This design comes from an exercise in tuning for small area, a short achievable clock period and few clock cycles per item on the open sky130 flow, not from production work. RTL that was checked went through simulation tests only; none was proved equivalent to the original.

## v6
==> flow/design.v (excerpt) <==
module mul_acc_nn
#(
  parameter int WIDTH = 64,
  parameter int DIGIT = 4
) (
  input  logic               clk,
  input  logic               rst,
  input  logic               start,
  input  logic [WIDTH-1:0]   ina,
  input  logic [WIDTH-1:0]   inb,
  input  logic               acc_en,
  input  logic [2*WIDTH-1:0] acc_in,
  output logic [2*WIDTH-1:0] result,
  output logic               carry,
  output logic               busy,
  output logic               done,
  output logic               ready_n
);
  localparam int K  = 16;
  localparam int NS = 4;
  localparam int ND = 8;
  localparam int SW = 66;
  localparam int XW = 82;
  localparam int CW = 3;
  logic          accept;
  logic          resolve;
  logic [CW-1:0] cnt;
  logic [63:0]   a_q;       
  logic [63:0]   l_q;       
  logic [63:0]   r_q;       
  logic [SW-1:0] s_q;       
  logic [SW-1:0] c_q;       
  logic [K-1:0]  ls_q;      
  logic [K-1:0]  lc_q;      
  logic          ci_q;      
  logic [ND-1:0] bneg_q, bone_q, btwo_q;   
  logic          last_q;    
  logic          xsel_q;    
  logic [ND-1:0] nneg, none, ntwo;
  logic [K:0]    eb;
  logic [63:0]   xa, xr;
  logic [XW-1:0] xs, ys;
  logic [65:0] brow0;
  logic [65:0] brow1;
  ...
==> flow/config.mk <==
export PLATFORM = sky130hd
export DESIGN_NAME = mul_acc_nn
export DESIGN_NICKNAME = mul_acc_nn
export VERILOG_FILES = /design/flow/design.v
export SDC_FILE = /design/flow/constraint.sdc
export NUM_CORES = 4
export LEC_CHECK = 0
export ABC_CLOCK_PERIOD_IN_PS = 3500
export CAP_MARGIN = 20
export CORE_MARGIN = 2
export CORE_UTILIZATION = 55
export PLACE_DENSITY = 0.7
export SLEW_MARGIN = 20
export SYNTH_HIERARCHICAL = 1
export SYNTH_MINIMUM_KEEP_SIZE = 0
==> flow/constraint.sdc <==
create_clock -name core_clock -period 11.0 [get_ports {clk}]
set_input_delay 2.2000 -clock core_clock [delete_from_list [all_inputs] [get_ports {clk}]]
set_output_delay 2.2000 -clock core_clock [all_outputs]
set_load 0.01 [all_outputs]
standard.sh (not shown) runs the stock make flow with config.mk's settings and CLKGATE_MAP_FILE= SYNTH_SCRIPT=/design/flow/synth_recipe.tcl, a recipe that flattens the netlist after the stock synthesis.
==> flow/flow/run.sh <==
#!/bin/bash
# The standard layout (standard.sh), with three changes to how it is made:
#  - after synthesis, flow/downsize.tcl swaps the Booth select AOI cells to single drive;
#  - timing repair aims at a setup slack of SETUP_SLACK_MARGIN ns against the 11 ns clock,
#    so the resizer works toward a shorter period than the clock's;
#  - the ports are buffered by sky130_fd_sc_hd__buf_1 instead of the default delay buffer.
# The clock, the SDC and every other setting are the standard ones.  The make output goes
# to flow.log here; each ORFS step writes its own log under orfs/logs/.
set -euo pipefail
bash standard.sh SETUP_SLACK_MARGIN=7.3 \
  POST_SYNTH_TCL="$PWD/flow/downsize.tcl" \
  BUFFER_PORTS_ARGS="-buffer_cell sky130_fd_sc_hd__buf_1" finish > flow.log 2>&1
==> flow/flow/downsize.tcl <==
# Run after synthesis (POST_SYNTH_TCL): ABC maps the Booth select cell with a double-drive
# AOI; use the single-drive one.  Timing repair upsizes any instance that needs more.
set db [ord::get_db]
set from [$db findMaster sky130_fd_sc_hd__a22oi_2]
set to [$db findMaster sky130_fd_sc_hd__a22oi_1]
set n 0
foreach inst [[ord::get_db_block] getInsts] {
  if {[$inst getMaster] == $from} {
    $inst swapMaster $to
    incr n
  }
}
puts "downsize.tcl: $n a22oi_2 cells now a22oi_1"
v6 went all the way through synthesis, placement and routing and the layout is clean on timing, DRC and antenna.
Input-level comparison between v7 and v6:
- swapping 0.7 for 0.6 in PLACE_DENSITY
- swapping 55 for 40 in CORE_UTILIZATION
diff --git a/flow/flow/run.sh b/flow/flow/run.sh
--- a/flow/flow/run.sh
+++ b/flow/flow/run.sh
@@ -1,4 +1,3 @@
 #!/bin/bash
-# The standard layout (standard.sh), with three changes to how it is made:
-#  - after synthesis, flow/downsize.tcl swaps the Booth select AOI cells to single drive;
+# The standard layout (standard.sh), with two changes to how it is made:
 #  - timing repair aims at a setup slack of SETUP_SLACK_MARGIN ns against the 11 ns clock,
@@ -10,3 +9,2 @@
 bash standard.sh SETUP_SLACK_MARGIN=7.3 \
-  POST_SYNTH_TCL="$PWD/flow/downsize.tcl" \
   BUFFER_PORTS_ARGS="-buffer_cell sky130_fd_sc_hd__buf_1" finish > flow.log 2>&1
removed: flow/flow/downsize.tcl
There was hardly any difference in number of combinational gates with multiple inputs between v6 and v7.
v7 vs. v6: wire length shows an increase of 3.9%, total non-filler cell area in the finished layout now sits higher.
No run of this note included a check of the RTL's function; only the layout flow was run.

========
Another version of the RTL of mul_acc_nn (not shown whole).
For scale: ~3,700 cells after synthesis, ~390 I/O pins, about 41,000 sq um of cells after synthesis.
==> flow/config.mk <==
export PLATFORM = sky130hd
export DESIGN_NAME = mul_acc_nn
export DESIGN_NICKNAME = mul_acc_nn
export VERILOG_FILES = /design/flow/design.v
export SDC_FILE = /design/flow/constraint.sdc
export NUM_CORES = 4
export LEC_CHECK = 0
export ABC_CLOCK_PERIOD_IN_PS = 3500
export CAP_MARGIN = 20
export CORE_MARGIN = 2
export CORE_UTILIZATION = 50
export PLACE_DENSITY = 0.65
export SLEW_MARGIN = 20
export SYNTH_HIERARCHICAL = 1
export SYNTH_MINIMUM_KEEP_SIZE = 0
==> flow/constraint.sdc <==
create_clock -name core_clock -period 11.0 [get_ports {clk}]
set_input_delay 2.2000 -clock core_clock [delete_from_list [all_inputs] [get_ports {clk}]]
set_output_delay 2.2000 -clock core_clock [all_outputs]
set_load 0.01 [all_outputs]
==> flow/flow/run.sh <==
#!/bin/bash
# The standard layout (standard.sh), with three changes to how it is made:
#  - after synthesis, flow/downsize.tcl swaps the Booth select AOI cells to single drive;
#  - timing repair aims at a setup slack of SETUP_SLACK_MARGIN ns against the 11 ns clock,
#    so the resizer works toward a shorter period than the clock's;
#  - the ports are buffered by sky130_fd_sc_hd__buf_1 instead of the default delay buffer.
# The clock, the SDC and every other setting are the standard ones.  The make output goes
# to flow.log here; each ORFS step writes its own log under orfs/logs/.
set -euo pipefail
bash standard.sh SETUP_SLACK_MARGIN=7.2 \
  POST_SYNTH_TCL="$PWD/flow/downsize.tcl" \
  RECOVER_POWER=30 \
  BUFFER_PORTS_ARGS="-buffer_cell sky130_fd_sc_hd__buf_1" finish > flow.log 2>&1
==> flow/flow/downsize.tcl <==
# Run after synthesis (POST_SYNTH_TCL): ABC maps the Booth select cell with a double-drive
# AOI; use the single-drive one.  Timing repair upsizes any instance that needs more.
set db [ord::get_db]
set from [$db findMaster sky130_fd_sc_hd__a22oi_2]
set to [$db findMaster sky130_fd_sc_hd__a22oi_1]
set n 0
foreach inst [[ord::get_db_block] getInsts] {
  if {[$inst getMaster] == $from} {
    $inst swapMaster $to
    incr n
  }
}
puts "downsize.tcl: $n a22oi_2 cells now a22oi_1"
The baseline reached the layout checks and failed them: capacitance limit, slew limit.
Testbench counts at the start, summed over its fixed seeds: cycles 14,400, ops 2,400.
Rerun with:
--- a/flow/flow/run.sh
+++ b/flow/flow/run.sh
@@ -12 +11,0 @@
-  RECOVER_POWER=30 \
Settings changed: CORE_UTILIZATION 50 to 60, PLACE_DENSITY 0.65 to 0.72.
- The new run produced a clean layout
- hold slack got worse by 6.4 ps
- first-iteration DRC count increases by a quarter to a third
- cell area stays flat
- clock-buffer cell count decreases by 4
- global-route usage increases by 8.4 points
- die area decreases by about a fifth

========
mul_acc_nn, a different RTL version from the one above (not shown whole).
Size in the first run: ~390 I/O pins, roughly 0.040 sq mm of cells after synthesis.
// mul_acc_nn
module mul_acc_nn
#(
  parameter int WIDTH = 64,
  parameter int DIGIT = 4
) (
  input  logic               clk,
  input  logic               rst,
  input  logic               start,
  input  logic [WIDTH-1:0]   ina,
  input  logic [WIDTH-1:0]   inb,
  input  logic               acc_en,
  input  logic [2*WIDTH-1:0] acc_in,
  output logic [2*WIDTH-1:0] result,
  output logic               carry,
  output logic               busy,
  output logic               done,
  output logic               ready_n
);
==> flow/config.mk <==
export PLATFORM = sky130hd
export DESIGN_NAME = mul_acc_nn
export DESIGN_NICKNAME = mul_acc_nn
export VERILOG_FILES = /design/flow/design.v
export SDC_FILE = /design/flow/constraint.sdc
export NUM_CORES = 4
export LEC_CHECK = 0
export ABC_CLOCK_PERIOD_IN_PS = 3500
export CAP_MARGIN = 20
export CORE_MARGIN = 2
export CORE_UTILIZATION = 40
export PLACE_DENSITY = 0.6
export SLEW_MARGIN = 20
export SYNTH_HIERARCHICAL = 1
export SYNTH_MINIMUM_KEEP_SIZE = 0
==> flow/constraint.sdc <==
create_clock -name core_clock -period 11.0 [get_ports {clk}]
set_input_delay 2.2000 -clock core_clock [delete_from_list [all_inputs] [get_ports {clk}]]
set_output_delay 2.2000 -clock core_clock [all_outputs]
set_load 0.01 [all_outputs]
==> flow/flow/run.sh <==
#!/bin/bash
# The standard layout (standard.sh), with three changes to how it is made:
#  - after synthesis, flow/downsize.tcl swaps the Booth select AOI cells to single drive;
#  - timing repair aims at a setup slack of SETUP_SLACK_MARGIN ns against the 11 ns clock,
#    so the resizer works toward a shorter period than the clock's;
#  - the ports are buffered by sky130_fd_sc_hd__buf_1 instead of the default delay buffer.
# The clock, the SDC and every other setting are the standard ones.  The make output goes
# to flow.log here; each ORFS step writes its own log under orfs/logs/.
set -euo pipefail
bash standard.sh SETUP_SLACK_MARGIN=7.2 \
  POST_SYNTH_TCL="$PWD/flow/downsize.tcl" \
  BUFFER_PORTS_ARGS="-buffer_cell sky130_fd_sc_hd__buf_1" finish > flow.log 2>&1
Scripts as last shown in full above: flow/flow/downsize.tcl
The starting point ran to the end with no violations.
Testbench counts at the start, summed over its fixed seeds: cycles 14,400, ops 2,400.
Rerun with:
CORE_UTILIZATION = 50   (was 40)
PLACE_DENSITY = 0.65   (was 0.6)
Effect: Wire length hardly moves; global-route usage goes up by 7.4 points; via count climbs by 0.46%; die area drops by 20%; first-iteration DRC count stays flat; register-to-register slack gets worse by 0.03 ns; synthesized cell count does not change; setup slack degrades by 0.0037 ns; sequential share of layout area came out higher by 0.32 points.
Rerun with:
--- a/flow/flow/run.sh
+++ b/flow/flow/run.sh
@@ -10 +10 @@
-bash standard.sh SETUP_SLACK_MARGIN=7.2 \
+bash standard.sh SETUP_SLACK_MARGIN=6.9 \
CORE_UTILIZATION = 40   (was 50)
PLACE_DENSITY = 0.6   (was 0.65)
Outcome:
- clock-buffer cell count went up by 4
- maximum frequency fell by 6.4%
- global-route usage went down by 9.2 points
- sequential share of layout area came out higher by 0.72 points
- die area grows by 25%
- non-clock buffer count falls by 113
- design area came out lower by 3.3%
- via count falls by 4.0%
Rerun with:
--- a/flow/flow/run.sh
+++ b/flow/flow/run.sh
@@ -10 +10 @@
-bash standard.sh SETUP_SLACK_MARGIN=6.9 \
+bash standard.sh SETUP_SLACK_MARGIN=7.5 \
Setup slack improves by 0.38 ns.
Routed wire length came out higher by 9.1%.
Final cell count increases by 4.3%.
Register-to-register slack gains 0.38 ns.
Global-route usage rose by 2.7 points.
Cell area rises by 11%.
Utilization came out higher by 4.9 points.
Via count came out higher by 5.2%.
Area after synthesis does not change.

========
job 2791:
RTL: one of the versions met above, not the one the previous note started from.
Size: about 390 I/O pins, about 41000 µm² of cells after synthesis.
## mul_acc_nn
module mul_acc_nn
#(
  parameter int WIDTH = 64,
  parameter int DIGIT = 4
) (
  input  logic               clk,
  input  logic               rst,
  input  logic               start,
  input  logic [WIDTH-1:0]   ina,
  input  logic [WIDTH-1:0]   inb,
  input  logic               acc_en,
  input  logic [2*WIDTH-1:0] acc_in,
  output logic [2*WIDTH-1:0] result,
  output logic               carry,
  output logic               busy,
  output logic               done,
  output logic               ready_n
);
Settings: LEC_CHECK=0, ABC_CLOCK_PERIOD_IN_PS=3500, CAP_MARGIN=20, CORE_MARGIN=2, CORE_UTILIZATION=50, PLACE_DENSITY=0.65, SLEW_MARGIN=20, SYNTH_HIERARCHICAL=1, SYNTH_MINIMUM_KEEP_SIZE=0; clock period 11.0 ns.
==> flow/flow/run.sh <==
#!/bin/bash
# The standard layout (standard.sh), with three changes to how it is made:
#  - after synthesis, flow/downsize.tcl swaps the Booth select AOI cells to single drive;
#  - timing repair aims at a setup slack of SETUP_SLACK_MARGIN ns against the 11 ns clock,
#    so the resizer works toward a shorter period than the clock's;
#  - the ports are buffered by sky130_fd_sc_hd__buf_1 instead of the default delay buffer.
# The clock, the SDC and every other setting are the standard ones.  The make output goes
# to flow.log here; each ORFS step writes its own log under orfs/logs/.
set -euo pipefail
bash standard.sh SETUP_SLACK_MARGIN=7.4 \
  POST_SYNTH_TCL="$PWD/flow/downsize.tcl" \
  BUFFER_PORTS_ARGS="-buffer_cell sky130_fd_sc_hd__buf_1" finish > flow.log 2>&1
Scripts as last shown in full above: flow/flow/downsize.tcl
Testbench counts of job 2791, summed over its fixed seeds: cycles 14,400, ops 2,400.
Relative to job 2791, the following input files were edited for job 2464:
diff --git a/flow/flow/run.sh b/flow/flow/run.sh
--- a/flow/flow/run.sh
+++ b/flow/flow/run.sh
@@ -8,5 +8,5 @@
 # to flow.log here; each ORFS step writes its own log under orfs/logs/.
 set -euo pipefail
-bash standard.sh SETUP_SLACK_MARGIN=7.4 \
+bash standard.sh SETUP_SLACK_MARGIN=7.2 \
   POST_SYNTH_TCL="$PWD/flow/downsize.tcl" \
   BUFFER_PORTS_ARGS="-buffer_cell sky130_fd_sc_hd__buf_1" finish > flow.log 2>&1
Notes after the runs:
As of job 2464, maximum number of pins on one net before global-route repair had risen by more than half compared to job 2791.
Diff job 2791 -> job 2464: final design utilization now smaller.
Changes in job 8797 relative to job 2464:
- CORE_UTILIZATION changed from 50 to 45
- PLACE_DENSITY changed from 0.65 to 0.62
Notes after the runs:
When job 8797 is measured against job 2464, its setup slack after placement turns out 1.32 ns lower. Via count of the first global-routing pass, job 8797 vs job 2464: down slightly. | weighted congestion at the end of routability-driven global placement | lower: job 2464 |.

========
RTL: one of the versions met above, not the one the previous note started from.
Size: roughly 3600 cells after synthesis, ~390 I/O pins.
export LEC_CHECK = 0
export ABC_CLOCK_PERIOD_IN_PS = 3500
export CAP_MARGIN = 20
export CORE_MARGIN = 2
export CORE_UTILIZATION = 50
export PLACE_DENSITY = 0.65
export SLEW_MARGIN = 20
export SYNTH_HIERARCHICAL = 1
export SYNTH_MINIMUM_KEEP_SIZE = 0
create_clock -name core_clock -period 11.0 [get_ports {clk}]
==> flow/flow/run.sh <==
#!/bin/bash
# The standard layout (standard.sh), with three changes to how it is made:
#  - after synthesis, flow/downsize.tcl swaps the Booth select AOI cells to single drive;
#  - timing repair aims at a setup slack of SETUP_SLACK_MARGIN ns against the 11 ns clock,
#    so the resizer works toward a shorter period than the clock's;
#  - the ports are buffered by sky130_fd_sc_hd__buf_1 instead of the default delay buffer.
# The clock, the SDC and every other setting are the standard ones.  The make output goes
# to flow.log here; each ORFS step writes its own log under orfs/logs/.
set -euo pipefail
bash standard.sh SETUP_SLACK_MARGIN=7.1 \
  POST_SYNTH_TCL="$PWD/flow/downsize.tcl" \
  BUFFER_PORTS_ARGS="-buffer_cell sky130_fd_sc_hd__buf_1" finish > flow.log 2>&1
Scripts as last shown in full above: flow/flow/downsize.tcl
The first run finished with timing, DRC and antenna clean.
Testbench counts at the start, summed over its fixed seeds: cycles 14,400, ops 2,400.
Rerun with:
--- a/flow/flow/run.sh
+++ b/flow/flow/run.sh
@@ -8,5 +8,5 @@
 # to flow.log here; each ORFS step writes its own log under orfs/logs/.
 set -euo pipefail
-bash standard.sh SETUP_SLACK_MARGIN=7.1 \
+bash standard.sh SETUP_SLACK_MARGIN=7.2 \
   POST_SYNTH_TCL="$PWD/flow/downsize.tcl" \
   BUFFER_PORTS_ARGS="-buffer_cell sky130_fd_sc_hd__buf_1" finish > flow.log 2>&1
Settings changed: CORE_UTILIZATION 50 to 40, CTS_BUF_LIST set to sky130_fd_sc_hd__clkbuf_4 sky130_fd_sc_hd__clkbuf_8, CTS_CLUSTER_SIZE set to 20, PLACE_DENSITY 0.65 to 0.6.
Result: The changed run went through all stages and came out clean; sequential share of layout area drops by 0.59 points; worst setup slack is better by 0.088 ns; clock-buffer cell count rose by 49; final area climbs by 2.6%; die area grows by 25%; global-route usage is lower by 5.9 points; hold slack improves by 0.0052 ns; register-to-register slack improved by 0.07 ns.
Rerun with:
--- a/flow/flow/run.sh
+++ b/flow/flow/run.sh
@@ -8,5 +8,5 @@
 # to flow.log here; each ORFS step writes its own log under orfs/logs/.
 set -euo pipefail
-bash standard.sh SETUP_SLACK_MARGIN=7.2 \
+bash standard.sh SETUP_SLACK_MARGIN=7.35 \
   POST_SYNTH_TCL="$PWD/flow/downsize.tcl" \
   BUFFER_PORTS_ARGS="-buffer_cell sky130_fd_sc_hd__buf_1" finish > flow.log 2>&1
Settings changed: CORE_UTILIZATION 40 to 50, CTS_BUF_LIST sky130_fd_sc_hd__clkbuf_4 sky130_fd_sc_hd__clkbuf_8 to unset, CTS_CLUSTER_SIZE 20 to unset, PLACE_DENSITY 0.6 to 0.65.
What happened: The changed run completed with no timing, DRC or antenna violations. Cell area climbs by a few percent. Wire length drops slightly. Utilization climbs by 14 points. Clock skew climbs by 0.025 ns. Count of clock-buffer cells in the layout drops by 41. First-iteration DRC count climbs by a little under a tenth. Non-clock buffer count climbs by 56.

-- afterwards: timing with drivers on the ports --
How much do the figures lean on ideal ports? The routed layouts below were timed once more, with nothing changed but the port constraints.
Step 1 assumes that a clkbuf_16 drives the clock port and a buf_2 every other input.
Step 2 moves the port delays by t, midway between the first and last clock arrival at a register: inputs arrive t later, outputs are due t later. That takes back most of the time a late clock gives input paths.
a / b / c = ideal / step 1 / step 2; a / b = the first two.
run | shift t [ns] | setup WS [ns] | hold slack, ns | latest minus earliest clock arrival (ns) | worst slew at a driven data input, ns
v6 | 0.694 | 7.160 / 7.160 / 6.700 | 0.478 / 0.478 / 0.478 | 0.046 / 0.047 | 0.10
v7 | 0.740 | 7.185 / 7.185 / 6.762 | 0.458 / 0.458 / 0.458 | 0.079 / 0.079 | 0.08
the first run of note 2 | 0.717 | 4.168 / 4.168 / 4.168 | 0.472 / 0.472 / 0.472 | 0.061 / 0.060 | 0.11
the second run of note 2 | 0.704 | 7.186 / 7.186 / 6.580 | 0.466 / 0.466 / 0.466 | 0.056 / 0.056 | 0.14
the first run of note 3 | 0.716 | 7.204 / 7.134 / 6.627 | 0.474 / 0.474 / 0.474 | 0.055 / 0.055 | 0.09
the second run of note 3 | 0.711 | 7.200 / 7.151 / 6.791 | 0.466 / 0.466 / 0.466 | 0.034 / 0.034 | 0.14
the third run of note 3 | 0.748 | 6.942 / 6.942 / 6.485 | 0.468 / 0.468 / 0.468 | 0.035 / 0.035 | 0.11
the fourth run of note 3 | 0.718 | 7.318 / 7.289 / 6.778 | 0.555 / 0.555 / 0.555 | 0.044 / 0.045 | 0.16
job 2791 | 0.718 | 7.282 / 7.282 / 6.849 | 0.459 / 0.459 / 0.459 | 0.048 / 0.047 | 0.13
job 2464 | 0.714 | 7.247 / 7.199 / 6.706 | 0.473 / 0.473 / 0.473 | 0.059 / 0.059 | 0.11
job 8797 | 0.730 | 7.224 / 7.203 / 6.576 | 0.464 / 0.464 / 0.464 | 0.076 / 0.077 | 0.07
the first run of note 5 | 0.727 | 7.097 / 7.129 / 6.421 | 0.463 / 0.463 / 0.463 | 0.058 / 0.058 | 0.13
the second run of note 5 | 0.820 | 7.185 / 7.115 / 6.583 | 0.468 / 0.468 / 0.468 | 0.049 / 0.048 | 0.09
the third run of note 5 | 0.704 | 7.231 / 7.231 / 6.821 | 0.548 / 0.548 / 0.548 | 0.071 / 0.071 | 0.11
For the first run of note 5, which loses most, drivers alone change the setup slack by +0.032 ns; drivers and shift together by -0.676 ns.
